Background: an optimization exercise with open tools, aiming at small area and a short achievable clock period. Do not read the settings as production practice. Function was checked by simulation only, so behaviour that the tests miss may differ from the original. No activity file was given, so power comes from the tool's default toggle rates.

==> flow/design.v, too long to show whole: its modules and the start of the top module <==
// module ifft_tf_mult: 2063 lines
// module ifft_tf_mult_fa: 4 lines
// module ifft_tf_mult_ha: 4 lines
module ifft_tf_mult #(
  parameter int DW   = 16,
  parameter int TW   = 12,
  parameter bit CONJ = 1'b1
) (
  input  logic                 clk,
  input  logic                 rst,
  input  logic                 in_valid,
  input  logic                 in_sop,
  input  logic                 in_tw_en,
  input  logic signed [DW-1:0] in_real,
  input  logic signed [DW-1:0] in_imag,
  output logic [2:0]           tf_addr,
  input  logic signed [TW-1:0] tf_real,
  input  logic signed [TW-1:0] tf_imag,
  output logic                 out_valid,
  output logic                 out_sop,
  output logic signed [DW-1:0] out_real,
  output logic signed [DW-1:0] out_imag,
  output logic                 ovf
);
  // ...
==> flow/flow/run.sh <==
#!/bin/bash
# The standard layout, with the port buffers made of plain buf_2 cells instead of the
# delay-buffer cell buffer_ports picks by default. Every port still gets its own buffer.
set -euo pipefail
export BUFFER_PORTS_ARGS="-buffer_cell sky130_fd_sc_hd__buf_2"
bash standard.sh synth > synth.log 2>&1
bash standard.sh > layout.log 2>&1
==> flow/standard.sh <==
#!/bin/bash
# synth_recipe.tcl (not shown) runs the flow's synth.tcl, then flattens the netlist and writes it again
# the make line also repeats each setting of config.mk as NAME=value (left out here)
make -C /OpenROAD-flow-scripts/flow DESIGN_CONFIG=/design/flow/config.mk WORK_HOME=/design/flow/orfs CLKGATE_MAP_FILE= SYNTH_SCRIPT=/design/flow/synth_recipe.tcl "${@:-finish}"
==> flow/config.mk <==
export PLATFORM = sky130hd
export DESIGN_NAME = ifft_tf_mult
export DESIGN_NICKNAME = ifft_tf_mult
export VERILOG_FILES = /design/flow/design.v
export SDC_FILE = /design/flow/constraint.sdc
export NUM_CORES = 4
export LEC_CHECK = 0
export CAP_MARGIN = 20
export CORE_MARGIN = 2
export CORE_UTILIZATION = 55
export CTS_BUF_LIST = sky130_fd_sc_hd__clkbuf_8
export CTS_CLUSTER_DIAMETER = 50
export CTS_CLUSTER_SIZE = 16
export PLACE_DENSITY = 0.7
export SETUP_SLACK_MARGIN = 4.0
export SLEW_MARGIN = 75
export SYNTH_HIERARCHICAL = 1
export SYNTH_MINIMUM_KEEP_SIZE = 0
==> flow/constraint.sdc <==
create_clock -name core_clock -period 6.5 [get_ports {clk}]
set_input_delay 1.3000 -clock core_clock [delete_from_list [all_inputs] [get_ports {clk}]]
set_output_delay 1.3000 -clock core_clock [all_outputs]
set_load 0.01 [all_outputs]
==> results by group, run 1 <==
Run status
  • Status: no timing/DRC/antenna violations

Floorplan
  • Die Span X: 222 um

Pwr
  • Int Power: 7.37 mW
  • Power in the clock group: ~2.1 mW
  • Pwr dens: 413 nW/um^2

Logic synthesis
  • Post-synth top flop: dfxtp_1
  • Synth warnings: 7
  • Synth cell types: 60
  • Yosys top cell by area: dfxtp_1
  • Main combinational cell family by area after synthesis: adder cells
  • Post-Syn Nets: 2817

Layout
  • Most frequent cells in the layout: xnor2_1 (396), dfxtp_1 (348), fa_1 (326)
  • Multi-input logic area: 16900 sq um
  • Antenna diodes: 2
  • Data buffer area share: under 10%

STA
  • Max_slew headroom: 73.1%
  • Unrepaired setup endpoints after global routing: true

CTS
  • Post-CTS Setup Bufs: 22
  • Hold_buf cts: 0

Global routing
  • Initial antenna violation count: 2

Min path
  • HP Class: reg -> reg

Routing
  • WL final: 72500 um
  • Metal1 wirelength: 28400 um
  • DR iter-0 viols: 2136

Setup path
  • Worst setup endpoint: out_real_q[1]$_DFFE_PP0P_
  • Req. time, crit path: approximately 7.1 ns

Placement
  • DP Worst Slack: 3.45 ns
  • I/O Buffers: 98
==> inputs of run 2 (changes only) <==
--- a/flow/design.v
+++ b/flow/design.v
@@ -1753,17 +1753,146 @@
     s3_re_a25_q <= re2c652;
     s3_re_b25_q <= re2s653;
     s3_re_a26_q <= re2c654;
     s3_re_b26_q <= re2s655;
     s3_re_a27_q <= re2c656;
     s3_re_b27_q <= s2_re_c27_0_q;
     s3_re_cy_q <= re_lowc_sum[10];
   end
-  wire [16:0] re_ls = {1'b0, s3_re_a24_q, s3_re_a23_q, s3_re_a22_q, s3_re_a21_q, s3_re_a20_q, s3_re_a19_q, s3_re_a18_q, s3_re_a17_q, s3_re_a16_q, s3_re_a15_q, s3_re_a14_q, s3_re_a13_q, s3_re_a12_q, s3_re_a11_q, s3_re_a10_q, 1'b1} + {1'b0, s3_re_b24_q, s3_re_b23_q, s3_re_b22_q, s3_re_b21_q, s3_re_b20_q, s3_re_b19_q, s3_re_b18_q, s3_re_b17_q, s3_re_b16_q, s3_re_b15_q, s3_re_b14_q, s3_re_b13_q, s3_re_b12_q, s3_re_b11_q, s3_re_b10_q, s3_re_cy_q};
+  wire [14:0] re_pa = {s3_re_a24_q, s3_re_a23_q, s3_re_a22_q, s3_re_a21_q, s3_re_a20_q, s3_re_a19_q, s3_re_a18_q, s3_re_a17_q, s3_re_a16_q, s3_re_a15_q, s3_re_a14_q, s3_re_a13_q, s3_re_a12_q, s3_re_a11_q, s3_re_a10_q};
+  wire [14:0] re_pb = {s3_re_b24_q, s3_re_b23_q, s3_re_b22_q, s3_re_b21_q, s3_re_b20_q, s3_re_b19_q, s3_re_b18_q, s3_re_b17_q, s3_re_b16_q, s3_re_b15_q, s3_re_b14_q, s3_re_b13_q, s3_re_b12_q, s3_re_b11_q, s3_re_b10_q};
+  wire [14:0] re_g0 = re_pa & re_pb;
+  wire [14:0] re_p0 = re_pa ^ re_pb;
+  wire [14:0] re_g1, re_p1;
+  assign re_g1[0] = re_g0[0];
+  assign re_p1[0] = re_p0[0];
+  assign re_g1[1] = re_g0[1] | (re_p0[1] & re_g0[0]);
+  assign re_p1[1] = re_p0[1] & re_p0[0];
+  assign re_g1[2] = re_g0[2] | (re_p0[2] & re_g0[1]);
+  assign re_p1[2] = re_p0[2] & re_p0[1];
+  assign re_g1[3] = re_g0[3] | (re_p0[3] & re_g0[2]);
+  assign re_p1[3] = re_p0[3] & re_p0[2];
+  assign re_g1[4] = re_g0[4] | (re_p0[4] & re_g0[3]);
+  assign re_p1[4] = re_p0[4] & re_p0[3];
+  assign re_g1[5] = re_g0[5] | (re_p0[5] & re_g0[4]);
+  assign re_p1[5] = re_p0[5] & re_p0[4];
+  assign re_g1[6] = re_g0[6] | (re_p0[6] & re_g0[5]);
+  assign re_p1[6] = re_p0[6] & re_p0[5];
+  assign re_g1[7] = re_g0[7] | (re_p0[7] & re_g0[6]);
+  assign re_p1[7] = re_p0[7] & re_p0[6];
+  assign re_g1[8] = re_g0[8] | (re_p0[8] & re_g0[7]);
+  assign re_p1[8] = re_p0[8] & re_p0[7];
+  assign re_g1[9] = re_g0[9] | (re_p0[9] & re_g0[8]);
+  assign re_p1[9] = re_p0[9] & re_p0[8];
+  assign re_g1[10] = re_g0[10] | (re_p0[10] & re_g0[9]);
+  assign re_p1[10] = re_p0[10] & re_p0[9];
+  assign re_g1[11] = re_g0[11] | (re_p0[11] & re_g0[10]);
+  assign re_p1[11] = re_p0[11] & re_p0[10];
+  assign re_g1[12] = re_g0[12] | (re_p0[12] & re_g0[11]);
+  assign re_p1[12] = re_p0[12] & re_p0[11];
+  assign re_g1[13] = re_g0[13] | (re_p0[13] & re_g0[12]);
+  assign re_p1[13] = re_p0[13] & re_p0[12];
+  assign re_g1[14] = re_g0[14] | (re_p0[14] & re_g0[13]);
+  assign re_p1[14] = re_p0[14] & re_p0[13];
+  wire [14:0] re_g2, re_p2;
+  assign re_g2[0] = re_g1[0];
+  assign re_p2[0] = re_p1[0];
+  assign re_g2[1] = re_g1[1];
+  assign re_p2[1] = re_p1[1];
+  assign re_g2[2] = re_g1[2] | (re_p1[2] & re_g1[0]);
+  assign re_p2[2] = re_p1[2] & re_p1[0];
+  assign re_g2[3] = re_g1[3] | (re_p1[3] & re_g1[1]);
+  assign re_p2[3] = re_p1[3] & re_p1[1];
+  assign re_g2[4] = re_g1[4] | (re_p1[4] & re_g1[2]);
+  assign re_p2[4] = re_p1[4] & re_p1[2];
+  assign re_g2[5] = re_g1[5] | (re_p1[5] & re_g1[3]);
+  assign re_p2[5] = re_p1[5] & re_p1[3];
+  assign re_g2[6] = re_g1[6] | (re_p1[6] & re_g1[4]);
+  assign re_p2[6] = re_p1[6] & re_p1[4];
+  assign re_g2[7] = re_g1[7] | (re_p1[7] & re_g1[5]);
+  assign re_p2[7] = re_p1[7] & re_p1[5];
+  assign re_g2[8] = re_g1[8] | (re_p1[8] & re_g1[6]);
+  assign re_p2[8] = re_p1[8] & re_p1[6];
+  assign re_g2[9] = re_g1[9] | (re_p1[9] & re_g1[7]);
+  assign re_p2[9] = re_p1[9] & re_p1[7];
+  assign re_g2[10] = re_g1[10] | (re_p1[10] & re_g1[8]);
+  assign re_p2[10] = re_p1[10] & re_p1[8];
+  assign re_g2[11] = re_g1[11] | (re_p1[11] & re_g1[9]);
+  assign re_p2[11] = re_p1[11] & re_p1[9];
+  assign re_g2[12] = re_g1[12] | (re_p1[12] & re_g1[10]);
+  assign re_p2[12] = re_p1[12] & re_p1[10];
+  assign re_g2[13] = re_g1[13] | (re_p1[13] & re_g1[11]);
+  assign re_p2[13] = re_p1[13] & re_p1[11];
+  assign re_g2[14] = re_g1[14] | (re_p1[14] & re_g1[12]);
+  assign re_p2[14] = re_p1[14] & re_p1[12];
+  wire [14:0] re_g3, re_p3;
+  assign re_g3[0] = re_g2[0];
+  assign re_p3[0] = re_p2[0];
+  assign re_g3[1] = re_g2[1];
+  assign re_p3[1] = re_p2[1];
+  assign re_g3[2] = re_g2[2];
+  assign re_p3[2] = re_p2[2];
+  assign re_g3[3] = re_g2[3];
+  assign re_p3[3] = re_p2[3];
+  assign re_g3[4] = re_g2[4] | (re_p2[4] & re_g2[0]);
+  assign re_p3[4] = re_p2[4] & re_p2[0];
+  assign re_g3[5] = re_g2[5] | (re_p2[5] & re_g2[1]);
+  assign re_p3[5] = re_p2[5] & re_p2[1];
+  assign re_g3[6] = re_g2[6] | (re_p2[6] & re_g2[2]);
+  assign re_p3[6] = re_p2[6] & re_p2[2];
+  assign re_g3[7] = re_g2[7] | (re_p2[7] & re_g2[3]);
+  assign re_p3[7] = re_p2[7] & re_p2[3];
+  assign re_g3[8] = re_g2[8] | (re_p2[8] & re_g2[4]);
+  assign re_p3[8] = re_p2[8] & re_p2[4];
+  assign re_g3[9] = re_g2[9] | (re_p2[9] & re_g2[5]);
+  assign re_p3[9] = re_p2[9] & re_p2[5];
+  assign re_g3[10] = re_g2[10] | (re_p2[10] & re_g2[6]);
+  assign re_p3[10] = re_p2[10] & re_p2[6];
+  assign re_g3[11] = re_g2[11] | (re_p2[11] & re_g2[7]);
+  assign re_p3[11] = re_p2[11] & re_p2[7];
+  assign re_g3[12] = re_g2[12] | (re_p2[12] & re_g2[8]);
+  assign re_p3[12] = re_p2[12] & re_p2[8];
+  assign re_g3[13] = re_g2[13] | (re_p2[13] & re_g2[9]);
+  assign re_p3[13] = re_p2[13] & re_p2[9];
+  assign re_g3[14] = re_g2[14] | (re_p2[14] & re_g2[10]);
+  assign re_p3[14] = re_p2[14] & re_p2[10];
+  wire [14:0] re_g4, re_p4;
+  assign re_g4[0] = re_g3[0];
+  assign re_p4[0] = re_p3[0];
+  assign re_g4[1] = re_g3[1];
+  assign re_p4[1] = re_p3[1];
+  assign re_g4[2] = re_g3[2];
+  assign re_p4[2] = re_p3[2];
+  assign re_g4[3] = re_g3[3];
+  assign re_p4[3] = re_p3[3];
+  assign re_g4[4] = re_g3[4];
+  assign re_p4[4] = re_p3[4];
+  assign re_g4[5] = re_g3[5];
+  assign re_p4[5] = re_p3[5];
+  assign re_g4[6] = re_g3[6];
+  assign re_p4[6] = re_p3[6];
+  assign re_g4[7] = re_g3[7];
+  assign re_p4[7] = re_p3[7];
+  assign re_g4[8] = re_g3[8] | (re_p3[8] & re_g3[0]);
+  assign re_p4[8] = re_p3[8] & re_p3[0];
+  assign re_g4[9] = re_g3[9] | (re_p3[9] & re_g3[1]);
+  assign re_p4[9] = re_p3[9] & re_p3[1];
+  assign re_g4[10] = re_g3[10] | (re_p3[10] & re_g3[2]);
+  assign re_p4[10] = re_p3[10] & re_p3[2];
+  assign re_g4[11] = re_g3[11] | (re_p3[11] & re_g3[3]);
+  assign re_p4[11] = re_p3[11] & re_p3[3];
+  assign re_g4[12] = re_g3[12] | (re_p3[12] & re_g3[4]);
+  assign re_p4[12] = re_p3[12] & re_p3[4];
+  assign re_g4[13] = re_g3[13] | (re_p3[13] & re_g3[5]);
+  assign re_p4[13] = re_p3[13] & re_p3[5];
+  assign re_g4[14] = re_g3[14] | (re_p3[14] & re_g3[6]);
+  assign re_p4[14] = re_p3[14] & re_p3[6];
+  wire [15:0] re_cc = {re_g4 | (re_p4 & {15{s3_re_cy_q}}), s3_re_cy_q};
+  wire [16:0] re_ls = {re_cc[15], re_p0 ^ re_cc[14:0], 1'b0};
   wire [2:0] re_t0 = {s3_re_a27_q, s3_re_a26_q, s3_re_a25_q} + {s3_re_b27_q, s3_re_b26_q, s3_re_b25_q};
   wire [2:0] re_t1 = {s3_re_a27_q, s3_re_a26_q, s3_re_a25_q} + {s3_re_b27_q, s3_re_b26_q, s3_re_b25_q} + 3'd1;
   wire re_f0 = !(re_t0 == 3'b000 || re_t0 == 3'b111);
   wire re_f1 = !(re_t1 == 3'b000 || re_t1 == 3'b111);
   wire re_c15 = re_ls[16];
   wire re_sat = re_c15 ? re_f1 : re_f0;
   wire [2:0] re_top = re_c15 ? re_t1 : re_t0;
   wire [15:0] re_fin = re_sat ? {re_top[2], {15{~re_top[2]}}} : {re_top[0], re_ls[15:1]};
@@ -2007,17 +2136,146 @@
     s3_im_a25_q <= im2c820;
     s3_im_b25_q <= im2s821;
     s3_im_a26_q <= im2c822;
     s3_im_b26_q <= im2s823;
     s3_im_a27_q <= im2c824;
     s3_im_b27_q <= s2_im_c27_0_q;
     s3_im_cy_q <= im_lowc_sum[10];
   end
-  wire [16:0] im_ls = {1'b0, s3_im_a24_q, s3_im_a23_q, s3_im_a22_q, s3_im_a21_q, s3_im_a20_q, s3_im_a19_q, s3_im_a18_q, s3_im_a17_q, s3_im_a16_q, s3_im_a15_q, s3_im_a14_q, s3_im_a13_q, s3_im_a12_q, s3_im_a11_q, s3_im_a10_q, 1'b1} + {1'b0, s3_im_b24_q, s3_im_b23_q, s3_im_b22_q, s3_im_b21_q, s3_im_b20_q, s3_im_b19_q, s3_im_b18_q, s3_im_b17_q, s3_im_b16_q, s3_im_b15_q, s3_im_b14_q, s3_im_b13_q, s3_im_b12_q, s3_im_b11_q, s3_im_b10_q, s3_im_cy_q};
+  wire [14:0] im_pa = {s3_im_a24_q, s3_im_a23_q, s3_im_a22_q, s3_im_a21_q, s3_im_a20_q, s3_im_a19_q, s3_im_a18_q, s3_im_a17_q, s3_im_a16_q, s3_im_a15_q, s3_im_a14_q, s3_im_a13_q, s3_im_a12_q, s3_im_a11_q, s3_im_a10_q};
+  wire [14:0] im_pb = {s3_im_b24_q, s3_im_b23_q, s3_im_b22_q, s3_im_b21_q, s3_im_b20_q, s3_im_b19_q, s3_im_b18_q, s3_im_b17_q, s3_im_b16_q, s3_im_b15_q, s3_im_b14_q, s3_im_b13_q, s3_im_b12_q, s3_im_b11_q, s3_im_b10_q};
+  wire [14:0] im_g0 = im_pa & im_pb;
+  wire [14:0] im_p0 = im_pa ^ im_pb;
+  wire [14:0] im_g1, im_p1;
+  assign im_g1[0] = im_g0[0];
+  assign im_p1[0] = im_p0[0];
+  assign im_g1[1] = im_g0[1] | (im_p0[1] & im_g0[0]);
+  assign im_p1[1] = im_p0[1] & im_p0[0];
+  assign im_g1[2] = im_g0[2] | (im_p0[2] & im_g0[1]);
+  assign im_p1[2] = im_p0[2] & im_p0[1];
+  assign im_g1[3] = im_g0[3] | (im_p0[3] & im_g0[2]);
+  assign im_p1[3] = im_p0[3] & im_p0[2];
+  assign im_g1[4] = im_g0[4] | (im_p0[4] & im_g0[3]);
+  assign im_p1[4] = im_p0[4] & im_p0[3];
+  assign im_g1[5] = im_g0[5] | (im_p0[5] & im_g0[4]);
+  assign im_p1[5] = im_p0[5] & im_p0[4];
+  assign im_g1[6] = im_g0[6] | (im_p0[6] & im_g0[5]);
+  assign im_p1[6] = im_p0[6] & im_p0[5];
+  assign im_g1[7] = im_g0[7] | (im_p0[7] & im_g0[6]);
+  assign im_p1[7] = im_p0[7] & im_p0[6];
+  assign im_g1[8] = im_g0[8] | (im_p0[8] & im_g0[7]);
+  assign im_p1[8] = im_p0[8] & im_p0[7];
+  assign im_g1[9] = im_g0[9] | (im_p0[9] & im_g0[8]);
+  assign im_p1[9] = im_p0[9] & im_p0[8];
+  assign im_g1[10] = im_g0[10] | (im_p0[10] & im_g0[9]);
+  assign im_p1[10] = im_p0[10] & im_p0[9];
+  assign im_g1[11] = im_g0[11] | (im_p0[11] & im_g0[10]);
+  assign im_p1[11] = im_p0[11] & im_p0[10];
+  assign im_g1[12] = im_g0[12] | (im_p0[12] & im_g0[11]);
+  assign im_p1[12] = im_p0[12] & im_p0[11];
+  assign im_g1[13] = im_g0[13] | (im_p0[13] & im_g0[12]);
+  assign im_p1[13] = im_p0[13] & im_p0[12];
+  assign im_g1[14] = im_g0[14] | (im_p0[14] & im_g0[13]);
+  assign im_p1[14] = im_p0[14] & im_p0[13];
+  wire [14:0] im_g2, im_p2;
+  assign im_g2[0] = im_g1[0];
+  assign im_p2[0] = im_p1[0];
+  assign im_g2[1] = im_g1[1];
+  assign im_p2[1] = im_p1[1];
+  assign im_g2[2] = im_g1[2] | (im_p1[2] & im_g1[0]);
+  assign im_p2[2] = im_p1[2] & im_p1[0];
+  assign im_g2[3] = im_g1[3] | (im_p1[3] & im_g1[1]);
+  assign im_p2[3] = im_p1[3] & im_p1[1];
+  assign im_g2[4] = im_g1[4] | (im_p1[4] & im_g1[2]);
+  assign im_p2[4] = im_p1[4] & im_p1[2];
+  assign im_g2[5] = im_g1[5] | (im_p1[5] & im_g1[3]);
+  assign im_p2[5] = im_p1[5] & im_p1[3];
+  assign im_g2[6] = im_g1[6] | (im_p1[6] & im_g1[4]);
+  assign im_p2[6] = im_p1[6] & im_p1[4];
+  assign im_g2[7] = im_g1[7] | (im_p1[7] & im_g1[5]);
+  assign im_p2[7] = im_p1[7] & im_p1[5];
+  assign im_g2[8] = im_g1[8] | (im_p1[8] & im_g1[6]);
+  assign im_p2[8] = im_p1[8] & im_p1[6];
+  assign im_g2[9] = im_g1[9] | (im_p1[9] & im_g1[7]);
+  assign im_p2[9] = im_p1[9] & im_p1[7];
+  assign im_g2[10] = im_g1[10] | (im_p1[10] & im_g1[8]);
+  assign im_p2[10] = im_p1[10] & im_p1[8];
+  assign im_g2[11] = im_g1[11] | (im_p1[11] & im_g1[9]);
+  assign im_p2[11] = im_p1[11] & im_p1[9];
+  assign im_g2[12] = im_g1[12] | (im_p1[12] & im_g1[10]);
+  assign im_p2[12] = im_p1[12] & im_p1[10];
+  assign im_g2[13] = im_g1[13] | (im_p1[13] & im_g1[11]);
+  assign im_p2[13] = im_p1[13] & im_p1[11];
+  assign im_g2[14] = im_g1[14] | (im_p1[14] & im_g1[12]);
+  assign im_p2[14] = im_p1[14] & im_p1[12];
+  wire [14:0] im_g3, im_p3;
+  assign im_g3[0] = im_g2[0];
+  assign im_p3[0] = im_p2[0];
+  assign im_g3[1] = im_g2[1];
+  assign im_p3[1] = im_p2[1];
+  assign im_g3[2] = im_g2[2];
+  assign im_p3[2] = im_p2[2];
+  assign im_g3[3] = im_g2[3];
+  assign im_p3[3] = im_p2[3];
+  assign im_g3[4] = im_g2[4] | (im_p2[4] & im_g2[0]);
+  assign im_p3[4] = im_p2[4] & im_p2[0];
+  assign im_g3[5] = im_g2[5] | (im_p2[5] & im_g2[1]);
+  assign im_p3[5] = im_p2[5] & im_p2[1];
+  assign im_g3[6] = im_g2[6] | (im_p2[6] & im_g2[2]);
+  assign im_p3[6] = im_p2[6] & im_p2[2];
+  assign im_g3[7] = im_g2[7] | (im_p2[7] & im_g2[3]);
+  assign im_p3[7] = im_p2[7] & im_p2[3];
+  assign im_g3[8] = im_g2[8] | (im_p2[8] & im_g2[4]);
+  assign im_p3[8] = im_p2[8] & im_p2[4];
+  assign im_g3[9] = im_g2[9] | (im_p2[9] & im_g2[5]);
+  assign im_p3[9] = im_p2[9] & im_p2[5];
+  assign im_g3[10] = im_g2[10] | (im_p2[10] & im_g2[6]);
+  assign im_p3[10] = im_p2[10] & im_p2[6];
+  assign im_g3[11] = im_g2[11] | (im_p2[11] & im_g2[7]);
+  assign im_p3[11] = im_p2[11] & im_p2[7];
+  assign im_g3[12] = im_g2[12] | (im_p2[12] & im_g2[8]);
+  assign im_p3[12] = im_p2[12] & im_p2[8];
+  assign im_g3[13] = im_g2[13] | (im_p2[13] & im_g2[9]);
+  assign im_p3[13] = im_p2[13] & im_p2[9];
+  assign im_g3[14] = im_g2[14] | (im_p2[14] & im_g2[10]);
+  assign im_p3[14] = im_p2[14] & im_p2[10];
+  wire [14:0] im_g4, im_p4;
+  assign im_g4[0] = im_g3[0];
+  assign im_p4[0] = im_p3[0];
+  assign im_g4[1] = im_g3[1];
+  assign im_p4[1] = im_p3[1];
+  assign im_g4[2] = im_g3[2];
+  assign im_p4[2] = im_p3[2];
+  assign im_g4[3] = im_g3[3];
+  assign im_p4[3] = im_p3[3];
+  assign im_g4[4] = im_g3[4];
+  assign im_p4[4] = im_p3[4];
+  assign im_g4[5] = im_g3[5];
+  assign im_p4[5] = im_p3[5];
+  assign im_g4[6] = im_g3[6];
+  assign im_p4[6] = im_p3[6];
+  assign im_g4[7] = im_g3[7];
+  assign im_p4[7] = im_p3[7];
+  assign im_g4[8] = im_g3[8] | (im_p3[8] & im_g3[0]);
+  assign im_p4[8] = im_p3[8] & im_p3[0];
+  assign im_g4[9] = im_g3[9] | (im_p3[9] & im_g3[1]);
+  assign im_p4[9] = im_p3[9] & im_p3[1];
+  assign im_g4[10] = im_g3[10] | (im_p3[10] & im_g3[2]);
+  assign im_p4[10] = im_p3[10] & im_p3[2];
+  assign im_g4[11] = im_g3[11] | (im_p3[11] & im_g3[3]);
+  assign im_p4[11] = im_p3[11] & im_p3[3];
+  assign im_g4[12] = im_g3[12] | (im_p3[12] & im_g3[4]);
+  assign im_p4[12] = im_p3[12] & im_p3[4];
+  assign im_g4[13] = im_g3[13] | (im_p3[13] & im_g3[5]);
+  assign im_p4[13] = im_p3[13] & im_p3[5];
+  assign im_g4[14] = im_g3[14] | (im_p3[14] & im_g3[6]);
+  assign im_p4[14] = im_p3[14] & im_p3[6];
+  wire [15:0] im_cc = {im_g4 | (im_p4 & {15{s3_im_cy_q}}), s3_im_cy_q};
+  wire [16:0] im_ls = {im_cc[15], im_p0 ^ im_cc[14:0], 1'b0};
   wire [2:0] im_t0 = {s3_im_a27_q, s3_im_a26_q, s3_im_a25_q} + {s3_im_b27_q, s3_im_b26_q, s3_im_b25_q};
   wire [2:0] im_t1 = {s3_im_a27_q, s3_im_a26_q, s3_im_a25_q} + {s3_im_b27_q, s3_im_b26_q, s3_im_b25_q} + 3'd1;
   wire im_f0 = !(im_t0 == 3'b000 || im_t0 == 3'b111);
   wire im_f1 = !(im_t1 == 3'b000 || im_t1 == 3'b111);
   wire im_c15 = im_ls[16];
   wire im_sat = im_c15 ? im_f1 : im_f0;
   wire [2:0] im_top = im_c15 ? im_t1 : im_t0;
   wire [15:0] im_fin = im_sat ? {im_top[2], {15{~im_top[2]}}} : {im_top[0], im_ls[15:1]};
--- a/flow/config.mk
+++ b/flow/config.mk
@@ -7,12 +7,12 @@
 export LEC_CHECK = 0
 export CAP_MARGIN = 20
 export CORE_MARGIN = 2
 export CORE_UTILIZATION = 55
 export CTS_BUF_LIST = sky130_fd_sc_hd__clkbuf_8
 export CTS_CLUSTER_DIAMETER = 50
 export CTS_CLUSTER_SIZE = 16
 export PLACE_DENSITY = 0.7
-export SETUP_SLACK_MARGIN = 4.0
-export SLEW_MARGIN = 75
+export SETUP_SLACK_MARGIN = 4.1
+export SLEW_MARGIN = 60
 export SYNTH_HIERARCHICAL = 1
 export SYNTH_MINIMUM_KEEP_SIZE = 0
==> results by group, run 2 <==
Logic synthesis
  • Post-synth top flop: dfxtp_1 (unchanged)
  • Yosys top cell by area: dfxtp_1 (unchanged)
  • Cells after synthesis: 2295 (was 2303)
  • XOR/XNOR share of the synthesized area: 14.4% (was 14.8%)
  • Synth warnings: 7 (unchanged)
  • Fraction of registers with async set/reset: 10.3% (unchanged)
  • Part of the Yosys area used for sequential elements: 33.2% (was 33.4%)
  • Mapped Area: 26400 sq um (was 26200 sq um)
  • Most instantiated cells after synthesis: xnor2_1 (393), dfxtp_1 (383), fa_1 (328), a22oi_1 (300), clkbuf_1 (137) (was xnor2_1 (401), dfxtp_1 (383), fa_1 (328), a22oi_1 (301), clkbuf_1 (131))
  • Syn_area_per_cell: 11.5 sq um (was 11.4 sq um)
  • Top-count cell post-synth: xnor2_1 (unchanged)
  • Multiplexer area fraction after synthesis: 0.0949% (was 0.196%)
  • Register bit total from synthesis: 427 (unchanged)
  • Post-Synth Adder-Cell Area: 30.8% (was 31.0%)
  • Post-Synth Simple-Gate Area: 4.32% (was 4.46%)
  • Post-synthesis compound-gate area fraction: 13.2% (was 12.5%)
  • Synth cell types: 75 (was 60)
  • Post-Syn Nets: 2809 (was 2817)
  • Synth area leaders: dfxtp_1 (29%), fa_1 (25%), xnor2_1 (13%) (unchanged)
  • Post-synth EDFFs: 0 (unchanged)
  • Top cell type's share of synthesized area: 29.1% (was 29.2%)
  • Main combinational cell family by area after synthesis: adder cells (unchanged)

STA
  • Final Max Slew Viols: 0 (unchanged)
  • Final period utilization: 38.1% (was 38.9%)
  • Final hold violation count: 0 (unchanged)
  • Max_slew headroom: 57.1% (was 73.1%)
  • Setup violations, final: 0 (unchanged)
  • Crit path time final: 2.48 ns (was 2.53 ns)
  • Slew @ Worst Pin: 0.643 ns (was 0.402 ns)
  • Unrepaired setup endpoints after global routing: true (unchanged)
  • Setup TNS Final: 0 ns (unchanged)
  • Clock skew: 0.0470 ns (was 0.0352 ns)
  • Fmax: 404 MHz (was 396 MHz)

Floorplan
  • Die height: 223 um (was 222 um)
  • Cell Rows: 80 (unchanged)
  • I/O Pins: 99 (unchanged)
  • Initial core utilization: 55.5% (was 55.3%)
  • Die Area: 49700 sq um (was 49400 sq um)
  • Core Region: 47500 sq um (was 47400 sq um)
  • Die Span X: 223 um (was 222 um)

Setup path
  • Worst Path Max Fanout: 2 (was 6)
  • Worst setup SP type: flip-flop (unchanged)
  • Worst path bufs/invs: 1 (was 2)
  • Setup slack on the worst flop-to-flop path: 4.04 ns (was 3.97 ns)
  • Critical Path AT: 1.18 ns (was 3.09 ns)
  • Req. time, crit path: 5.20 ns (was 7.06 ns)
  • Cell family with most CP delay: flip-flops (was compound AO/OA/AOI/OAI gates)
  • Slowest cell delay on critical path: 0.41 ns (was 0.39 ns)
  • Crit Path Class: reg -> out (was reg -> reg)
  • Cell Chain, Critical Path: buf_2 (was fa_2 > a211oi_2 > o21ai_2 > nand3_2 > o31ai_4 > a211oi_4 > mux2i_4 > buf_6 > buf_8 > nand2_1 > a21oi_1)
  • Crit. End Element: output pin (was flip-flop)
  • CP max stage cell: dfrtp_1 (was fa_2)

Routing
  • WL final: 72100 um (was 72500 um)
  • Drt drc: 0 (unchanged)
  • DR iter-0 viols: 2089 (was 2136)
  • Wirelength per Cell: 24.2 um (was 24.0 um)
  • Iteration count of the initial detailed-routing pass: 6 (unchanged)
  • Vias: 18.3k (was 18.5k)
  • Vias/cell: 6.14 (was 6.11)
  • Post-DRT Antenna Nets: 0 (unchanged)

Placement
  • I/O Buffers: 98 (unchanged)
  • Dpl hpwl: 46300 um (was 49400 um)
  • Placement Cell Area: 27400 sq um (was 28000 sq um)
  • GPL Wtd Cong: 0.891 (was 0.882)

Global routing
  • GRT overflow: 0 (unchanged)
  • Initial antenna violation count: 1 (was 2)
  • Total track usage: 29.1% (was 29.6%)
  • Vias in the first global route: 19.5k (was 19.7k)
  • Largest net degree at the start of global routing: 48 (was 54)
  • Met3 usage: 7.60% (was 7.25%)
  • M1 GR Usage: 38.5% (was 38.8%)
  • First-pass GRT wire length: 111000 um (was 112000 um)
  • GRT busiest layer: met2 (unchanged)
  • Met2 usage: 44.7% (was 45.8%)

CTS
  • Worst-Skew Late Latency: 0.66 ns (was 0.67 ns)
  • Root Buffer: clkbuf_8 (unchanged)
  • Total CTS buffers: 44 (unchanged)
  • Clock transition at the registers of the reported paths: 0.10 ns (was 0.09 ns)
  • Clock sinks: 427 (unchanged)
  • Clk buf depth: 3 (unchanged)
  • H-tree levels: 2 (unchanged)
  • TritonCTS clock tree: yes (unchanged)

Pwr
  • Total power draw: 12.2 mW (was 12.3 mW)
  • Psw: 4.93 mW (was 4.95 mW)
  • Worst ir drop on vdd: 246 uV (was 242 uV)
  • Int Power: 7.22 mW (was 7.37 mW)
  • Switching share of power: 40.6% (was 40.2%)
  • Pwr dens: 417 nW/um^2 (was 413 nW/um^2)
  • Seq pwr share: 32.3% (was 31.6%)
  • Static Leak: 11.5 nW (was 11.8 nW)
  • Gate power share: 51.9% (was 51.6%)
  • Clock share of power: 15.8% (was 16.8%)

Layout
  • Layout cells sized above 1: 16.9% (was 16.8%)
  • Most frequent cells in the layout: xnor2_1 (392), dfxtp_1 (344), fa_1 (326) (was xnor2_1 (396), dfxtp_1 (348), fa_1 (326))
  • Commonest non-fill, non-tap cell in the layout: xnor2_1 (unchanged)
  • Antenna diodes: 0 (was 2)
  • Fillers: 3788 (was 3715)
  • Design Area, Final: 29100 sq um (was 29800 sq um)
  • Nets: 2850 (was 2884)
  • Syn-to-layout area delta: 10.4% (was 13.7%)
  • Final core occ: 61.2% (was 62.8%)

Min path
  • HP Class: reg -> reg (unchanged)

Job
  • Max-cap violations: 0 (unchanged)

Run status
  • Status: no timing/DRC/antenna violations (unchanged)
-- run 2: final cells by class --
cell class,instances,area (sq um),area share [%]
Timing Repair Buffer,192,1280,4.39
Tap cell,615,769,2.64
Inverter,64,258,0.885
Clock buffer,48,661,2.27
Clock inverter,29,334,1.15
Sequential cell,427,8870,30.5
Multi-Input combinational cell,1607,16900,58.2
-- run 2: logic make-up after synthesis --
kind of cell	Yosys count
adder cells (fa/ha/maj)	453
XOR/XNOR	435
multiplexers	2
buffers and inverters	262
AND/OR/NAND/NOR	249
flip-flops	427
AO/OA/AOI/OAI	467
-- run 2: final timing paths --
kind | from | to | cells past startpoint
worst max-delay path | out_real_q[15]$_DFFE_PP0P_ | out_real[15] | 1
worst min-delay path | s2_re_c27_0_q$_DFF_P_ | s3_re_b27_q$_DFF_P_ | 0
worst max register to register | s3_re_a13_q$_DFF_P_ | out_real_q[14]$_DFFE_PP0P_ | 9
worst min register to register | s2_re_c27_0_q$_DFF_P_ | s3_re_b27_q$_DFF_P_ | 0
max in group asynchronous | rst | out_real_q[4]$_DFFE_PP0P_ | 2
min in group asynchronous | rst | out_sop_q$_DFF_PP0_ | 2
-- run 2: through the flow --
stage               setup WS, ns  cells  hold slack [ns]
CTS                         3.96   2967            0.339
global route                3.90   2982            0.342
finish                      4.02   2982            0.336
floorplan                   4.06   2295            0.310
detailed placement          3.83   2857            0.314
global placement            3.43   2854            0.313
-- run 2: power by group through the flow --
stage	registers [mW]	clock network, mW	logic (mW)
6_report	3.92	1.92	6.31
5_1_grt	3.99	2.07	7.00
3_5_place_dp	3.96	0	5.45
2_1_floorplan	3.85	0	3.75
4_1_cts	3.90	1.97	5.89
3_3_place_gp	3.94	0	5.20
-- run 2: Yosys stat by module, one instance, submodules excluded --
module	area, sq um	cells inside
ifft_tf_mult_fa	20.0	1
ifft_tf_mult	19100	1909
ifft_tf_mult_ha	12.5	1
-- run 2: what timing repair did --
item,4_1_cts,5_1_grt
gates cloned,1,1
setup endpoints to repair,71,77
hold buffers,0,0
resized for setup,29,50
setup buffers,32,14
pin swaps,17,28
-- run 2: layer usage --
layer  vias to the layer above  routed length, um
li1                       7792                  -
met1                      9159              28600
met2                      1119              32000
met3                       245               8160
met4                         0               3350
met5                         -                  0
==> inputs of run 3 (changes only) <==
--- a/flow/config.mk
+++ b/flow/config.mk
@@ -13,5 +13,5 @@
 export CTS_CLUSTER_SIZE = 16
 export PLACE_DENSITY = 0.7
-export SETUP_SLACK_MARGIN = 4.1
+export SETUP_SLACK_MARGIN = 4.2
 export SLEW_MARGIN = 60
 export SYNTH_HIERARCHICAL = 1
==> results by group, run 3 <==
Run status
  • Status: no timing/DRC/antenna violations (unchanged)

Placement
  • Dpl hpwl: 46200 um (was 46300 um)
  • DP Worst Slack: 3.78 ns (was 3.83 ns)
  • GPL Wtd Cong: 0.900 (was 0.891)
  • I/O Buffers: 98 (unchanged)

Routing
  • WL met2: 32800 um (was 32000 um)
  • Iteration count of the initial detailed-routing pass: 9 (was 6)
  • Vias/cell: 6.21 (was 6.14)
  • Wirelength per Cell: 24.8 um (was 24.2 um)
  • Vias: 18.7k (was 18.3k)
  • Drt drc: 0 (unchanged)
  • WL final: 74500 um (was 72100 um)
  • DR iter-0 viols: 2076 (was 2089)
  • DR WL met3: 9350 um (was 8160 um)
  • Metal1 wirelength: 28700 um (was 28600 um)
  • Post-DRT Antenna Nets: 0 (unchanged)
  • Max Used Layer: met4 (unchanged)

Global routing
  • Total track usage: 29.5% (was 29.1%)
  • Initial antenna violation count: 1 (unchanged)
  • Vias in the first global route: 19.8k (was 19.5k)
  • Largest net degree at the start of global routing: 48 (unchanged)
  • GRT overflow: 0 (unchanged)
  • First-pass GRT wire length: 113000 um (was 111000 um)

Layout
  • Antenna diodes: 0 (unchanged)
  • Most frequent cells in the layout: xnor2_1 (390), dfxtp_1 (342), fa_1 (328) (was xnor2_1 (392), dfxtp_1 (344), fa_1 (326))
  • Final core occ: 62.9% (was 61.2%)
  • Commonest non-fill, non-tap cell in the layout: xnor2_1 (unchanged)
  • Nets: 2873 (was 2850)
  • Layout cells sized above 1: 18.8% (was 16.9%)
  • Fillers: 3610 (was 3788)
  • Syn-to-layout area delta: 13.4% (was 10.4%)

Min path
  • Min-Delay Path Depth: 0 (unchanged)
  • HP Class: reg -> reg (unchanged)

Setup path
  • Req. time, crit path: 7.05 ns (was 5.20 ns)
  • Worst Path Max Fanout: 3 (was 2)
  • FF-to-FF path depth: 6 (was 9)
  • Critical Path AT: 3.12 ns (was 1.18 ns)
  • Crit. End Element: flip-flop (was output pin)
  • Worst setup SP type: flip-flop (unchanged)
  • Crit Path Class: reg -> reg (was reg -> out)

Logic synthesis
  • Top cell type's share of synthesized area: 29.1% (unchanged)
  • Post-synth EDFFs: 0 (unchanged)
  • Synth warnings: 7 (unchanged)
  • Synth area leaders: dfxtp_1 (29%), fa_1 (25%), xnor2_1 (13%) (unchanged)
  • Syn_area_per_cell: 11.5 sq um (unchanged)
  • Fraction of registers with async set/reset: 10.3% (unchanged)
  • Post-synth top flop: dfxtp_1 (unchanged)
  • Top-count cell post-synth: xnor2_1 (unchanged)
  • Mapped Area: 26400 sq um (unchanged)
  • Most instantiated cells after synthesis: xnor2_1 (393), dfxtp_1 (383), fa_1 (328), a22oi_1 (300), clkbuf_1 (137) (unchanged)
  • Yosys top cell by area: dfxtp_1 (unchanged)
  • Post-Syn Nets: 2809 (unchanged)
  • Register bit total from synthesis: 427 (unchanged)
  • Part of the Yosys area used for sequential elements: 33.2% (unchanged)
  • Synth cell types: 75 (unchanged)
  • Cells after synthesis: 2295 (unchanged)

CTS
  • TritonCTS clock tree: yes (unchanged)
  • Total CTS buffers: 45 (was 44)
  • Root Buffer: clkbuf_8 (unchanged)
  • Clock transition at the registers of the reported paths: 0.10 ns (about the same)
  • Clk buf depth: 3 (unchanged)
  • Worst-Skew Late Latency: 0.68 ns (was 0.66 ns)
  • Hold_buf cts: 0 (unchanged)
  • H-tree levels: 2 (unchanged)
  • Clock sinks: 427 (unchanged)

STA
  • Max_slew headroom: 58.9% (was 57.1%)
  • Final Worst Setup Slack: 3.93 ns (was 4.02 ns)
  • Final Max Slew Viols: 0 (unchanged)
  • Final period utilization: 39.6% (was 38.1%)
  • Final hold violation count: 0 (unchanged)
  • Slew @ Worst Pin: 0.617 ns (was 0.643 ns)
  • Clock skew: 0.0421 ns (was 0.0470 ns)
  • Setup TNS Final: 0 ns (unchanged)
  • Setup violations, final: 0 (unchanged)
  • Crit path time final: 2.57 ns (was 2.48 ns)
  • Unrepaired setup endpoints after global routing: true (unchanged)
  • Worst hold slack: 0.341 ns (was 0.336 ns)
  • Fmax: 389 MHz (was 404 MHz)

Floorplan
  • Core Region: 47500 sq um (unchanged)
  • I/O Pins: 99 (unchanged)
  • Die height: 223 um (unchanged)
  • Initial core utilization: 55.5% (unchanged)
  • Die Area: 49700 sq um (unchanged)
  • Die Span X: 223 um (unchanged)
  • Cell Rows: 80 (unchanged)

Pwr
  • Worst ir drop on vdd: 257 uV (was 246 uV)
  • Total power draw: 12.6 mW (was 12.2 mW)
  • Pwr dens: 422 nW/um^2 (was 417 nW/um^2)
  • Static Leak: 11.8 nW (was 11.5 nW)

Job
  • Max-cap violations: 0 (unchanged)
run 3: cell count changes in the layout (fill, tap and decap cells not counted), moves of 3 or more:
| cell | change |
|---|---|
| buf_6 | +18 |
| buf_4 | -10 |
| buf_16 | +9 |
| ha_1 | -11 |
| clkinv_2 | +4 |
| ha_4 | +12 |
| inv_8 | +3 |
| buf_8 | +3 |
run 3: what timing repair did:
| item | CTS | global route |
|---|---|---|
| resized for setup | 69 | 68 |
| endpoints found under the setup margin | 86 | 102 |
| pin swaps | 31 | 27 |
| buffers inserted | 30 | 32 |
| gates cloned | 2 | 2 |
run 3: per-module statistics from Yosys (local to each module, per instance):
module / cells / times used / flip-flops and latches / area (sq um)
ifft_tf_mult: 1909 / 1 / 427 / 19100
ifft_tf_mult_ha: 1 / 62 / 0 / 12.5
ifft_tf_mult_fa: 1 / 324 / 0 / 20.0
run 3: cells by family after synthesis:
group	synth area share, %
buffers and inverters	3.89
and+or+nand+nor	4.32
adders and majority gates	30.8
xor gates and xnor gates	14.4
DFF	33.2
muxes	0.0949
AOI/OAI and AO/OA	13.2
run 3: where the power goes:
part	internal, mW	total, mW	switching, mW	leakage (nW)
registers	3.46	3.95	0.490	3.75
logic	3.12	6.65	3.52	7.47
clock network	0.914	2.01	1.09	0.543
run 3: area by class of cell:
cell class                 instances  area, sq um  share of cell area, %
sequential                       427         8880                   29.7
tap                              615          769                   2.57
inverter                          64          256                  0.857
clock inverter                    35          393                   1.31
timing repair buffer             214         1740                   5.83
multi-input combinational       1607        17200                   57.5
clock buffer                      48          661                   2.21
run 3: critical path, cell delays in order (launching register included):
cell and delay, ns:
dfxtp_1 0.32, fa_1 0.44, fa_1 0.49, fa_1 0.53
ha_1 0.22, nor4_2 0.07, nor3_2 0.37
run 3: final timing paths:
path | start | to | slack (ns)
setup / recovery | s2_im_c8_0_q$_DFF_P_ | s3_im_cy_q$_DFF_P_ | 3.93
hold / removal | s2_re_c27_0_q$_DFF_P_ | s3_re_b27_q$_DFF_P_ | 0.34
setup reg to reg | s2_im_c8_0_q$_DFF_P_ | s3_im_cy_q$_DFF_P_ | 3.93
hold reg to reg | s2_re_c27_0_q$_DFF_P_ | s3_re_b27_q$_DFF_P_ | 0.34
max in group asynchronous | rst | out_real_q[0]$_DFFE_PP0P_ | 5.29
min in group asynchronous | rst | out_imag_q[8]$_DFFE_PP0P_ | 0.61
run 3: routing by layer:
| layer | global-route usage [%] | up-vias |
|---|---|---|
| li1 | - | 7853 |
| met1 | 39.4 | 9287 |
| met2 | 45.8 | 1225 |
| met3 | 7.95 | 323 |
| met4 | 12.2 | 0 |
| met5 | 0 | - |
run 3: stage by stage:
| stage | area, sq um | instances |
|---|---|---|
| floorplan | 26400 | 2295 |
| global placement | 27200 | 2854 |
| detailed placement | 27400 | 2860 |
| CTS | 29100 | 2975 |
| global route | 29900 | 3010 |
| finish | 29900 | 3010 |
==> inputs of run 4 (changes only) <==
--- a/flow/config.mk
+++ b/flow/config.mk
@@ -13,5 +13,5 @@
 export CTS_CLUSTER_SIZE = 16
 export PLACE_DENSITY = 0.7
-export SETUP_SLACK_MARGIN = 4.2
+export SETUP_SLACK_MARGIN = 4.15
 export SLEW_MARGIN = 60
 export SYNTH_HIERARCHICAL = 1
==> results by group, run 4 <==
Run status
  • Status: no timing/DRC/antenna violations (unchanged)

Pwr
  • Clock share of power: 16.0% (was 15.9%)
  • Pwr dens: 424 nW/um^2 (was 422 nW/um^2)
  • Static Leak: 11.6 nW (was 11.8 nW)
  • Gate power share: 52.7% (about the same)
  • Int Power: 7.52 mW (was 7.50 mW)
  • Psw: 5.07 mW (was 5.11 mW)
  • Switching share of power: 40.3% (was 40.5%)
  • Seq pwr share: 31.4% (about the same)
  • Worst ir drop on vdd: 315 uV (was 257 uV)

Logic synthesis
  • Part of the Yosys area used for sequential elements: 33.2% (unchanged)
  • Post-synth top flop: dfxtp_1 (unchanged)
  • Synth area leaders: dfxtp_1 (29%), fa_1 (25%), xnor2_1 (13%) (unchanged)
  • Post-synthesis compound-gate area fraction: 13.2% (unchanged)
  • Mapped Area: 26400 sq um (unchanged)
  • Synth warnings: 7 (unchanged)
  • Top-count cell post-synth: xnor2_1 (unchanged)
  • Post-Synth Simple-Gate Area: 4.32% (unchanged)
  • Post-synth EDFFs: 0 (unchanged)
  • Post-Synth Adder-Cell Area: 30.8% (unchanged)
  • Most instantiated cells after synthesis: xnor2_1 (393), dfxtp_1 (383), fa_1 (328), a22oi_1 (300), clkbuf_1 (137) (unchanged)
  • Main combinational cell family by area after synthesis: adder cells (unchanged)
  • XOR/XNOR share of the synthesized area: 14.4% (unchanged)
  • Top cell type's share of synthesized area: 29.1% (unchanged)
  • Fraction of registers with async set/reset: 10.3% (unchanged)
  • Cells after synthesis: 2295 (unchanged)
  • Multiplexer area fraction after synthesis: 0.0949% (unchanged)
  • Post-Syn Nets: 2809 (unchanged)
  • Yosys top cell by area: dfxtp_1 (unchanged)
  • Syn_area_per_cell: 11.5 sq um (unchanged)
  • Register bit total from synthesis: 427 (unchanged)
  • Synth cell types: 75 (unchanged)

Setup path
  • Setup slack on the worst flop-to-flop path: 4.01 ns (was 3.93 ns)
  • CP max stage cell: dfrtp_1 (was fa_1)
  • Cell family with most CP delay: flip-flops (was adder cells)
  • Slowest cell delay on critical path: 0.41 ns (was 0.53 ns)
  • Critical Path AT: 1.22 ns (was 3.12 ns)
  • Worst Path Max Fanout: 2 (was 3)
  • Launching point of the worst reg2reg path: s2_im_c8_1_q$_DFF_P_ (was s2_im_c8_0_q$_DFF_P_)
  • Req. time, crit path: 5.20 ns (was 7.05 ns)
  • Worst path bufs/invs: 1 (was 0)
  • Crit Reg-Reg Endpoint: s3_im_cy_q$_DFF_P_ (unchanged)
  • FF-to-FF path depth: 6 (unchanged)
  • Worst setup SP type: flip-flop (unchanged)
  • Crit Path Class: reg -> out (was reg -> reg)
  • Cell Chain, Critical Path: buf_2 (was fa_1 > fa_1 > fa_1 > ha_1 > nor4_2 > nor3_2)
  • Crit. End Element: output pin (was flip-flop)

STA
  • Setup violations, final: 0 (unchanged)
  • Final hold violation count: 0 (unchanged)
  • Final period utilization: 38.7% (was 39.6%)
  • Setup TNS Final: 0 ns (unchanged)
  • Final Max Slew Viols: 0 (unchanged)
  • Slew @ Worst Pin: 0.627 ns (was 0.617 ns)
  • Crit path time final: 2.52 ns (was 2.57 ns)
  • Fmax: 397 MHz (was 389 MHz)
  • Unrepaired setup endpoints after global routing: true (unchanged)
  • Max_slew headroom: 58.2% (was 58.9%)
  • Clock skew: 0.0409 ns (was 0.0421 ns)

Global routing
  • Largest net degree at the start of global routing: 48 (unchanged)
  • Vias in the first global route: 19.3k (was 19.8k)
  • First-pass GRT wire length: 110000 um (was 113000 um)
  • GRT overflow: 0 (unchanged)
  • Total track usage: 29.1% (was 29.5%)
  • Initial antenna violation count: 1 (unchanged)

Routing
  • Drt drc: 0 (unchanged)
  • WL final: 73300 um (was 74500 um)
  • Vias: 18.5k (was 18.7k)
  • Vias/cell: 6.15 (was 6.21)
  • Iteration count of the initial detailed-routing pass: 7 (was 9)
  • Post-DRT Antenna Nets: 0 (unchanged)
  • Wirelength per Cell: 24.4 um (was 24.8 um)
  • DR iter-0 viols: 2029 (was 2076)

Layout
  • Layout cells sized above 1: 18.6% (was 18.8%)
  • Commonest non-fill, non-tap cell in the layout: xnor2_1 (unchanged)
  • Syn-to-layout area delta: 12.6% (was 13.4%)
  • Design Area, Final: 29700 sq um (was 29900 sq um)
  • Final core occ: 62.5% (was 62.9%)
  • Nets: 2868 (was 2873)
  • Most frequent cells in the layout: xnor2_1 (391), dfxtp_1 (341), fa_1 (325) (was xnor2_1 (390), dfxtp_1 (342), fa_1 (328))
  • Antenna diodes: 0 (unchanged)

Min path
  • Hold wc startpoint: s2_im_c27_0_q$_DFF_P_ (was s2_re_c27_0_q$_DFF_P_)
  • HP Class: reg -> reg (unchanged)
  • Worst hold path endpoint: s3_im_b27_q$_DFF_P_ (was s3_re_b27_q$_DFF_P_)
  • Min-Delay Path Depth: 0 (unchanged)

CTS
  • TritonCTS clock tree: yes (unchanged)
  • Root Buffer: clkbuf_8 (unchanged)
  • Clk buf depth: 3 (unchanged)
  • H-tree levels: 2 (unchanged)
  • Clock transition at the registers of the reported paths: 0.10 ns (about the same)
  • Hold_buf cts: 0 (unchanged)
  • Total CTS buffers: 44 (was 45)
  • Worst-Skew Late Latency: 0.67 ns (was 0.68 ns)
  • Clock sinks: 427 (unchanged)

Placement
  • GPL Wtd Cong: 0.892 (was 0.900)
  • I/O Buffers: 98 (unchanged)
  • Dpl hpwl: 46000 um (was 46200 um)
  • Placement Cell Area: 27400 sq um (about the same)

Job
  • Max-cap violations: 0 (unchanged)

Floorplan
  • Die Area: 49700 sq um (unchanged)
  • Core Region: 47500 sq um (unchanged)
  • Die height: 223 um (unchanged)
  • Die Span X: 223 um (unchanged)
  • I/O Pins: 99 (unchanged)
  • Cell Rows: 80 (unchanged)
  • Initial core utilization: 55.5% (unchanged)
==> run 4: changes by cell type in the layout (fill, tap and decap cells not counted), sizes merged <==
cell	delta
buf	-4
inv	-9
bufinv	+1
clkinvlp	+3
clkbuf	-1
clkinv	+3
==> run 4: power groups by stage <==
stage	combinational, mW	sequential (mW)	clock, mW
2_1_floorplan	3.75	3.85	0
3_3_place_gp	5.19	3.93	0
3_5_place_dp	5.42	3.96	0
4_1_cts	5.87	3.91	2.05
5_1_grt	7.36	4.02	2.14
6_report	6.64	3.95	2.01
==> run 4: cell families after synthesis <==
kind of cell    Yosys count
compound gates          467
xor+xnor                435
fa+ha+maj               453
buf+inv                 262
flops                   427
mux                       2
simple gates            249
==> run 4: timing repair <==
item,in CTS,in global routing
endpoints found under the setup margin,87,95
pin swaps,27,35
buffers inserted,33,30
resized for setup,48,87
gates cloned,1,2
==> run 4: layer usage <==
metal | global-route usage [%] | routed length, um | up-vias
met5 | 0 | 18 | -
met4 | 13.3 | 3560 | 2
met3 | 8.27 | 8970 | 252
met2 | 44.3 | 32100 | 1200
met1 | 38.7 | 28600 | 9169
li1 | - | - | 7831
==> run 4: final cells by class <==
class,count,area [sq um]
Sequential cell,427,8890
Clock inverter,33,408
Multi-Input combinational cell,1607,17200
Timing Repair Buffer,210,1570
Fill cell,3636,17800
Tap cell,615,769
Inverter,64,258
Clock buffer,47,647
==> run 4: worst max-delay path by stage <==
| stage | start | endpoint | slack [ns] | depth (start not counted) |
|---|---|---|---|---|
| after floorplan | s1_cn_q[2]$_DFF_P_ | s2_im_c6_3_q$_DFF_P_ | 4.10 | 5 |
| after global placement | s3_re_a10_q$_DFF_P_ | out_real_q[12]$_DFFE_PP0P_ | 3.43 | 8 |
| after detailed placement | s3_im_a11_q$_DFF_P_ | out_imag_q[0]$_DFFE_PP0P_ | 3.73 | 8 |
| after CTS | out_imag_q[15]$_DFFE_PP0P_ | out_imag[15] | 3.95 | 1 |
| after global routing | out_imag_q[12]$_DFFE_PP0P_ | out_imag[12] | 3.95 | 1 |
| final | out_imag_q[15]$_DFFE_PP0P_ | out_imag[15] | 3.98 | 1 |
==> run 4: modules after synthesis, one instance, submodules excluded <==
module | flops+latches | copies in the design | cell area (sq um)
ifft_tf_mult_ha | 0 | 62 | 12.5
ifft_tf_mult_fa | 0 | 324 | 20.0
ifft_tf_mult | 427 | 1 | 19100
==> run 4: per-stage QoR <==
step / setup WS [ns] / std cells / total power, mW / hold WS [ns]
finish: 3.98 / 3003 / 12.6 / 0.334
global route: 3.95 / 3003 / 13.5 / 0.349
CTS: 3.95 / 2971 / 11.8 / 0.337
detailed placement: 3.73 / 2857 / 9.38 / 0.314
global placement: 3.43 / 2853 / 9.13 / 0.313
floorplan: 4.10 / 2295 / 7.60 / 0.310
==> inputs of run 5 (changes only) <==
--- a/flow/config.mk
+++ b/flow/config.mk
@@ -9,9 +9,9 @@
 export CORE_MARGIN = 2
 export CORE_UTILIZATION = 55
-export CTS_BUF_LIST = sky130_fd_sc_hd__clkbuf_8
+export CTS_BUF_LIST = sky130_fd_sc_hd__clkbuf_16
 export CTS_CLUSTER_DIAMETER = 50
 export CTS_CLUSTER_SIZE = 16
 export PLACE_DENSITY = 0.7
-export SETUP_SLACK_MARGIN = 4.15
+export SETUP_SLACK_MARGIN = 4.1
 export SLEW_MARGIN = 60
 export SYNTH_HIERARCHICAL = 1
==> results by group, run 5 <==
CTS
  • Hold_buf cts: 0 (unchanged)
  • Clock sinks: 427 (unchanged)
  • Clock transition at the registers of the reported paths: 0.07 ns (was 0.10 ns)
  • H-tree levels: 2 (unchanged)
  • Total CTS buffers: 44 (unchanged)
  • Worst-Skew Late Latency: 0.57 ns (was 0.67 ns)
  • Clk buf depth: 3 (unchanged)
  • Root Buffer: clkbuf_16 (was clkbuf_8)
  • TritonCTS clock tree: yes (unchanged)

Run status
  • Status: no timing/DRC/antenna violations (unchanged)

Layout
  • Syn-to-layout area delta: 12.0% (was 12.6%)
  • Fillers: 3735 (was 3636)
  • Finished Layout Cells: 2981 (was 3003)
  • Final core occ: 62.1% (was 62.5%)
  • Antenna diodes: 0 (unchanged)
  • Commonest non-fill, non-tap cell in the layout: xnor2_1 (unchanged)
  • Most frequent cells in the layout: xnor2_1 (391), dfxtp_1 (345), fa_1 (326) (was xnor2_1 (391), dfxtp_1 (341), fa_1 (325))
  • Nets: 2849 (was 2868)
  • Layout cells sized above 1: 16.4% (was 18.6%)

Floorplan
  • Cell Rows: 80 (unchanged)
  • Initial core utilization: 55.5% (unchanged)
  • Core Region: 47500 sq um (unchanged)
  • Die Span X: 223 um (unchanged)
  • I/O Pins: 99 (unchanged)
  • Die Area: 49700 sq um (unchanged)
  • Die height: 223 um (unchanged)

Placement
  • I/O Buffers: 98 (unchanged)
  • GPL Wtd Cong: 0.891 (was 0.892)
  • DP Worst Slack: 3.83 ns (was 3.73 ns)
  • Dpl hpwl: 46300 um (was 46000 um)
  • Dpl cells: 2857 (unchanged)

Global routing
  • First-pass GRT wire length: 111000 um (was 110000 um)
  • Largest net degree at the start of global routing: 48 (unchanged)
  • Total track usage: 29.2% (was 29.1%)
  • GRT overflow: 0 (unchanged)
  • Vias in the first global route: 19.5k (was 19.3k)
  • Initial antenna violation count: 2 (was 1)

Logic synthesis
  • Synth warnings: 7 (unchanged)
  • Synth cell types: 75 (unchanged)
  • Synth area leaders: dfxtp_1 (29%), fa_1 (25%), xnor2_1 (13%) (unchanged)
  • Top cell type's share of synthesized area: 29.1% (unchanged)
  • Post-synth top flop: dfxtp_1 (unchanged)
  • Register bit total from synthesis: 427 (unchanged)
  • Post-Syn Nets: 2809 (unchanged)
  • Cells after synthesis: 2295 (unchanged)
  • Post-synth EDFFs: 0 (unchanged)
  • Most instantiated cells after synthesis: xnor2_1 (393), dfxtp_1 (383), fa_1 (328), a22oi_1 (300), clkbuf_1 (137) (unchanged)
  • Syn_area_per_cell: 11.5 sq um (unchanged)
  • Mapped Area: 26400 sq um (unchanged)
  • Fraction of registers with async set/reset: 10.3% (unchanged)
  • Yosys top cell by area: dfxtp_1 (unchanged)
  • Part of the Yosys area used for sequential elements: 33.2% (unchanged)
  • Top-count cell post-synth: xnor2_1 (unchanged)

Job
  • Max-cap violations: 0 (unchanged)

STA
  • Final Max Slew Viols: 0 (unchanged)
  • Slew @ Worst Pin: 0.638 ns (was 0.627 ns)
  • Setup TNS Final: 0 ns (unchanged)
  • Crit path time final: 2.47 ns (was 2.52 ns)
  • Final Worst Setup Slack: 4.03 ns (was 3.98 ns)
  • Fmax: 405 MHz (was 397 MHz)
  • Clock skew: 0.0219 ns (was 0.0409 ns)
  • Final period utilization: 38.0% (was 38.7%)
  • Max_slew headroom: 57.5% (was 58.2%)
  • Final hold violation count: 0 (unchanged)
  • Setup violations, final: 0 (unchanged)
  • Unrepaired setup endpoints after global routing: true (unchanged)

Setup path
  • Critical Path AT: 2.97 ns (was 1.22 ns)
  • Crit. End Element: flip-flop (was output pin)
  • Worst Path Max Fanout: 5 (was 2)
  • Crit Path Class: reg -> reg (was reg -> out)
  • Worst setup SP type: flip-flop (unchanged)
  • Req. time, crit path: 7.00 ns (was 5.20 ns)

Pwr
  • Worst ir drop on vdd: 228 uV (was 315 uV)
  • Pwr dens: 430 nW/um^2 (was 424 nW/um^2)
  • Static Leak: 11.7 nW (was 11.6 nW)

Min path
  • HP Class: reg -> reg (unchanged)

Routing
  • Drt drc: 0 (unchanged)
  • Vias/cell: 6.16 (was 6.15)
  • Vias: 18.4k (was 18.5k)
  • Iteration count of the initial detailed-routing pass: 6 (was 7)
  • Post-DRT Antenna Nets: 0 (unchanged)
  • WL final: 72300 um (was 73300 um)
  • DR iter-0 viols: 1998 (was 2029)
  • Wirelength per Cell: 24.3 um (was 24.4 um)
run 5: cell counts after synthesis:
No cell type changed its count.
run 5: timing repair:
action                     in CTS  in global routing
pin swaps                      15                 31
resized for setup              28                 39
setup endpoints to repair      69                 73
cloned                          1                  1
setup buffers                  26                 19
run 5: path summary, 6_finish.rpt:
check,start,end,slack (ns),depth (start not counted)
hold reg to reg,s2_re_c27_0_q$_DFF_P_,s3_re_b27_q$_DFF_P_,0.33,0
setup reg to reg,s3_re_b10_q$_DFF_P_,out_real_q[14]$_DFFE_PP0P_,4.03,9
max in group asynchronous,rst,out_real_q[4]$_DFFE_PP0P_,5.47,2
min in group asynchronous,rst,out_sop_q$_DFF_PP0_,0.73,2
setup / recovery,s3_re_b10_q$_DFF_P_,out_real_q[14]$_DFFE_PP0P_,4.03,9
hold / removal,s2_re_c27_0_q$_DFF_P_,s3_re_b27_q$_DFF_P_,0.33,0
run 5: cell families (layout without fill, tap and decap cells):
kind of cell | after synthesis | count (layout) | share of synthesized area (%)
adder cells (fa/ha/maj) | 453 | 453 | 30.8
buffers and inverters | 262 | 332 | 3.89
AO/OA/AOI/OAI | 467 | 467 | 13.2
multiplexers | 2 | 2 | 0.0949
flip-flops | 427 | 427 | 33.2
XOR/XNOR | 435 | 435 | 14.4
AND/OR/NAND/NOR | 249 | 250 | 4.32
run 5: stage by stage:
step / instance area, sq um / total power, mW / hold slack, ns
4_1_cts: 29200 / 12.4 / 0.331
2_1_floorplan: 26400 / 7.60 / 0.310
3_3_place_gp: 27200 / 9.14 / 0.313
5_1_grt: 29500 / 13.6 / 0.333
3_5_place_dp: 27400 / 9.40 / 0.314
6_report: 29500 / 12.7 / 0.330
run 5: power breakdown:
part / switching, mW / leakage (nW) / internal [mW]
clock: 1.15 / 0.713 / 1.43
sequential: 0.456 / 3.75 / 3.46
combinational: 3.37 / 7.22 / 2.84
total: 4.97 / 11.7 / 7.73
run 5: cell type report:
cell class | instances | area (sq um) | area share, %
inverter | 64 | 258 | 0.873
clock inverter | 32 | 345 | 1.17
tap | 615 | 769 | 2.61
sequential | 427 | 8870 | 30.0
clock buffer | 45 | 1130 | 3.81
timing repair buffer | 191 | 1260 | 4.28
multi-input combinational | 1607 | 16900 | 57.2
run 5: layer usage:
layer | track usage, % | share of wire (%)
met5 | 0 | 0.018
met4 | 14.1 | 4.9
met3 | 7.38 | 12
met2 | 45.0 | 44
met1 | 38.6 | 39
run 5: critical path, stage by stage (launching register included):
cell	delay (ns)
dfxtp_4	0.35
ha_4	0.25
a211oi_4	0.29
nor3_4	0.08
o41ai_4	0.41
nand4_1	0.25
mux2i_4	0.33
buf_6	0.17
nand4_1	0.11
a21oi_1	0.15
run 5: per-module statistics from Yosys (local to each module, per instance):
| module | times used | area [sq um] | flip-flops and latches | cells inside |
|---|---|---|---|---|
| ifft_tf_mult | 1 | 19100 | 427 | 1909 |
| ifft_tf_mult_fa | 324 | 20.0 | 0 | 1 |
| ifft_tf_mult_ha | 62 | 12.5 | 0 | 1 |
==> inputs of run 6 (changes only) <==
==> flow/run.sh (new file) <==
#!/bin/bash
# synth_recipe.tcl (not shown) runs the flow's synth.tcl, then flattens the netlist and writes it again
# the make line also repeats each setting of config.mk as NAME=value (left out here)
make -C /OpenROAD-flow-scripts/flow DESIGN_CONFIG=/design/flow/config.mk WORK_HOME=/design/flow/orfs CLKGATE_MAP_FILE= SYNTH_SCRIPT=/design/flow/synth_recipe.tcl finish
--- a/flow/config.mk
+++ b/flow/config.mk
@@ -9,9 +9,9 @@
 export CORE_MARGIN = 2
 export CORE_UTILIZATION = 55
-export CTS_BUF_LIST = sky130_fd_sc_hd__clkbuf_16
+export CTS_BUF_LIST = sky130_fd_sc_hd__clkbuf_8
 export CTS_CLUSTER_DIAMETER = 50
 export CTS_CLUSTER_SIZE = 16
 export PLACE_DENSITY = 0.7
-export SETUP_SLACK_MARGIN = 4.1
+export SETUP_SLACK_MARGIN = 3.6
 export SLEW_MARGIN = 60
 export SYNTH_HIERARCHICAL = 1
removed: flow/flow/run.sh
removed: flow/standard.sh
==> results by group, run 6 <==
Run status
  • Status: no timing/DRC/antenna violations (unchanged)

Global routing
  • Largest net degree at the start of global routing: 48 (unchanged)
  • Total track usage: 29.6% (was 29.2%)

Setup path
  • Cell family with most CP delay: buffers and inverters (was compound AO/OA/AOI/OAI gates)
  • CP max stage cell: clkdlybuf4s50_1 (was o41ai_4)
  • Worst setup SP type: flip-flop (unchanged)
  • Setup slack on the worst flop-to-flop path: 3.77 ns (was 4.03 ns)

Routing
  • Post-DRT Antenna Nets: 0 (unchanged)
  • Iteration count of the initial detailed-routing pass: 6 (unchanged)
  • Vias/cell: 6.15 (was 6.16)
  • WL final: 72100 um (was 72300 um)
  • Drt drc: 0 (unchanged)

Logic synthesis
  • Synth warnings: 7 (unchanged)
  • Register bit total from synthesis: 427 (unchanged)
  • Yosys top cell by area: dfxtp_1 (unchanged)
  • Cells after synthesis: 2295 (unchanged)
  • Most instantiated cells after synthesis: xnor2_1 (393), dfxtp_1 (383), fa_1 (328), a22oi_1 (300), clkbuf_1 (137) (unchanged)

CTS
  • Clock sinks: 427 (unchanged)
  • Hold_buf cts: 0 (unchanged)

Job
  • Max-cap violations: 0 (unchanged)

STA
  • Slew @ Worst Pin: 0.632 ns (was 0.638 ns)
  • Max_slew headroom: 57.9% (was 57.5%)
  • Unrepaired setup endpoints after global routing: false (was true)
  • Final Worst Setup Slack: 3.65 ns (was 4.03 ns)
  • Final period utilization: 43.8% (was 38.0%)
  • Worst hold slack: 0.329 ns (was 0.330 ns)

Layout
  • Syn-to-layout area delta: 9.64% (was 12.0%)
  • Sequential cell area: 8900 sq um (was 8870 sq um)
  • Multi-input logic area: 16600 sq um (was 16900 sq um)

Pwr
  • Pwr dens: 396 nW/um^2 (was 430 nW/um^2)
  • Static Leak: 11.2 nW (was 11.7 nW)

Floorplan
  • Die Span X: 223 um (unchanged)
  • Die Area: 49700 sq um (unchanged)

Min path
  • Min-Delay Path Depth: 0 (unchanged)
## run 6: cell types whose count changed in the layout (fill, tap and decap cells not counted), sizes merged, moves of 3 or more
| cell | delta |
|---|---|
| buf | -154 |
| clkbuf | +8 |
| clkdlybuf4s50 | +79 |
| clkinvlp | -3 |
| dlygate4sd2 | +17 |
## run 6: cell type report
class | count | area share, %
sequential | 427 | 30.8
clock inverter | 31 | 1.25
multi-input combinational | 1606 | 57.5
antenna | 1 | 0.00865
inverter | 64 | 0.887
clock buffer | 53 | 2.52
timing repair buffer | 135 | 4.42
tap | 615 | 2.66
## run 6: how the worst max path moves through the flow
stage | from | to | cells past startpoint
4_1_cts | out_imag_q[11]$_DFFE_PP0P_ | out_imag[11] | 1
6_report | out_imag_q[11]$_DFFE_PP0P_ | out_imag[11] | 1
2_1_floorplan | s1_en_q[2]$_DFF_P_ | s2_re_c20_3_q$_DFF_P_ | 6
3_5_place_dp | in_tw_en | s1_qre_q$_DFF_P_ | 6
5_1_grt | out_real_q[14]$_DFFE_PP0P_ | out_real[14] | 1
3_3_place_gp | in_sop | s1_e2_q[1]$_DFF_P_ | 3
## run 6: Yosys stat by module (local to each module, per instance)
module | cells inside | area (sq um) | copies in the design
ifft_tf_mult_fa | 1 | 20.0 | 324
ifft_tf_mult | 1909 | 19100 | 1
ifft_tf_mult_ha | 1 | 12.5 | 62
## run 6: through the flow
step | util, % | total power, mW
after global routing | 60.8 | 12.4
after floorplan | - | 7.59
after global placement | 58.1 | 9.22
after CTS | 60.7 | 11.5
after detailed placement | 58.5 | 9.44
final | 60.8 | 11.5
## run 6: metal layers
metal / track usage (%) / vias to the layer above / wire length, um
li1: - / 7682 / -
met1: 38.9 / 8896 / 28200
met2: 45.7 / 1151 / 31900
met3: 8.43 / 303 / 8270
met4: 13.6 / 0 / 3780
met5: 0 / - / 0
## run 6: cell families after synthesis
logic type | Yosys count | synth area share (%)
fa+ha+maj | 453 | 30.8
flops | 427 | 33.2
simple gates | 249 | 4.32
buf+inv | 262 | 3.89
xor+xnor | 435 | 14.4
mux | 2 | 0.0949
compound gates | 467 | 13.2
## run 6: power groups by stage
| stage | combinational, mW | clock [mW] | sequential [mW] |
|---|---|---|---|
| 4_1_cts | 5.45 | 2.10 | 3.94 |
| 3_5_place_dp | 5.44 | 0 | 4.00 |
| 3_3_place_gp | 5.24 | 0 | 3.98 |
| 5_1_grt | 6.15 | 2.20 | 4.00 |
| 2_1_floorplan | 3.75 | 0 | 3.85 |
| 6_report | 5.47 | 2.05 | 3.94 |
## run 6: timing repair
item | in CTS | in global routing
resized for setup | 17 | 3
cloned | 0 | 0
setup endpoints to repair | 17 | 12
## run 6: worst register-to-register path: stages, from the launching register on
cell,delay [ns]
dfxtp_1,0.32
buf_4,0.37
clkinv_2,0.53
xnor2_1,0.51
fa_1,0.47
fa_1,0.43

Setup slack of run 6, layout unchanged: 3.654 ns with ideal ports, 3.597 ns with driving cells assumed (clock clkbuf_16, inputs buf_2), 3.579 ns with port delays also shifted by the 0.706 ns mid clock arrival.
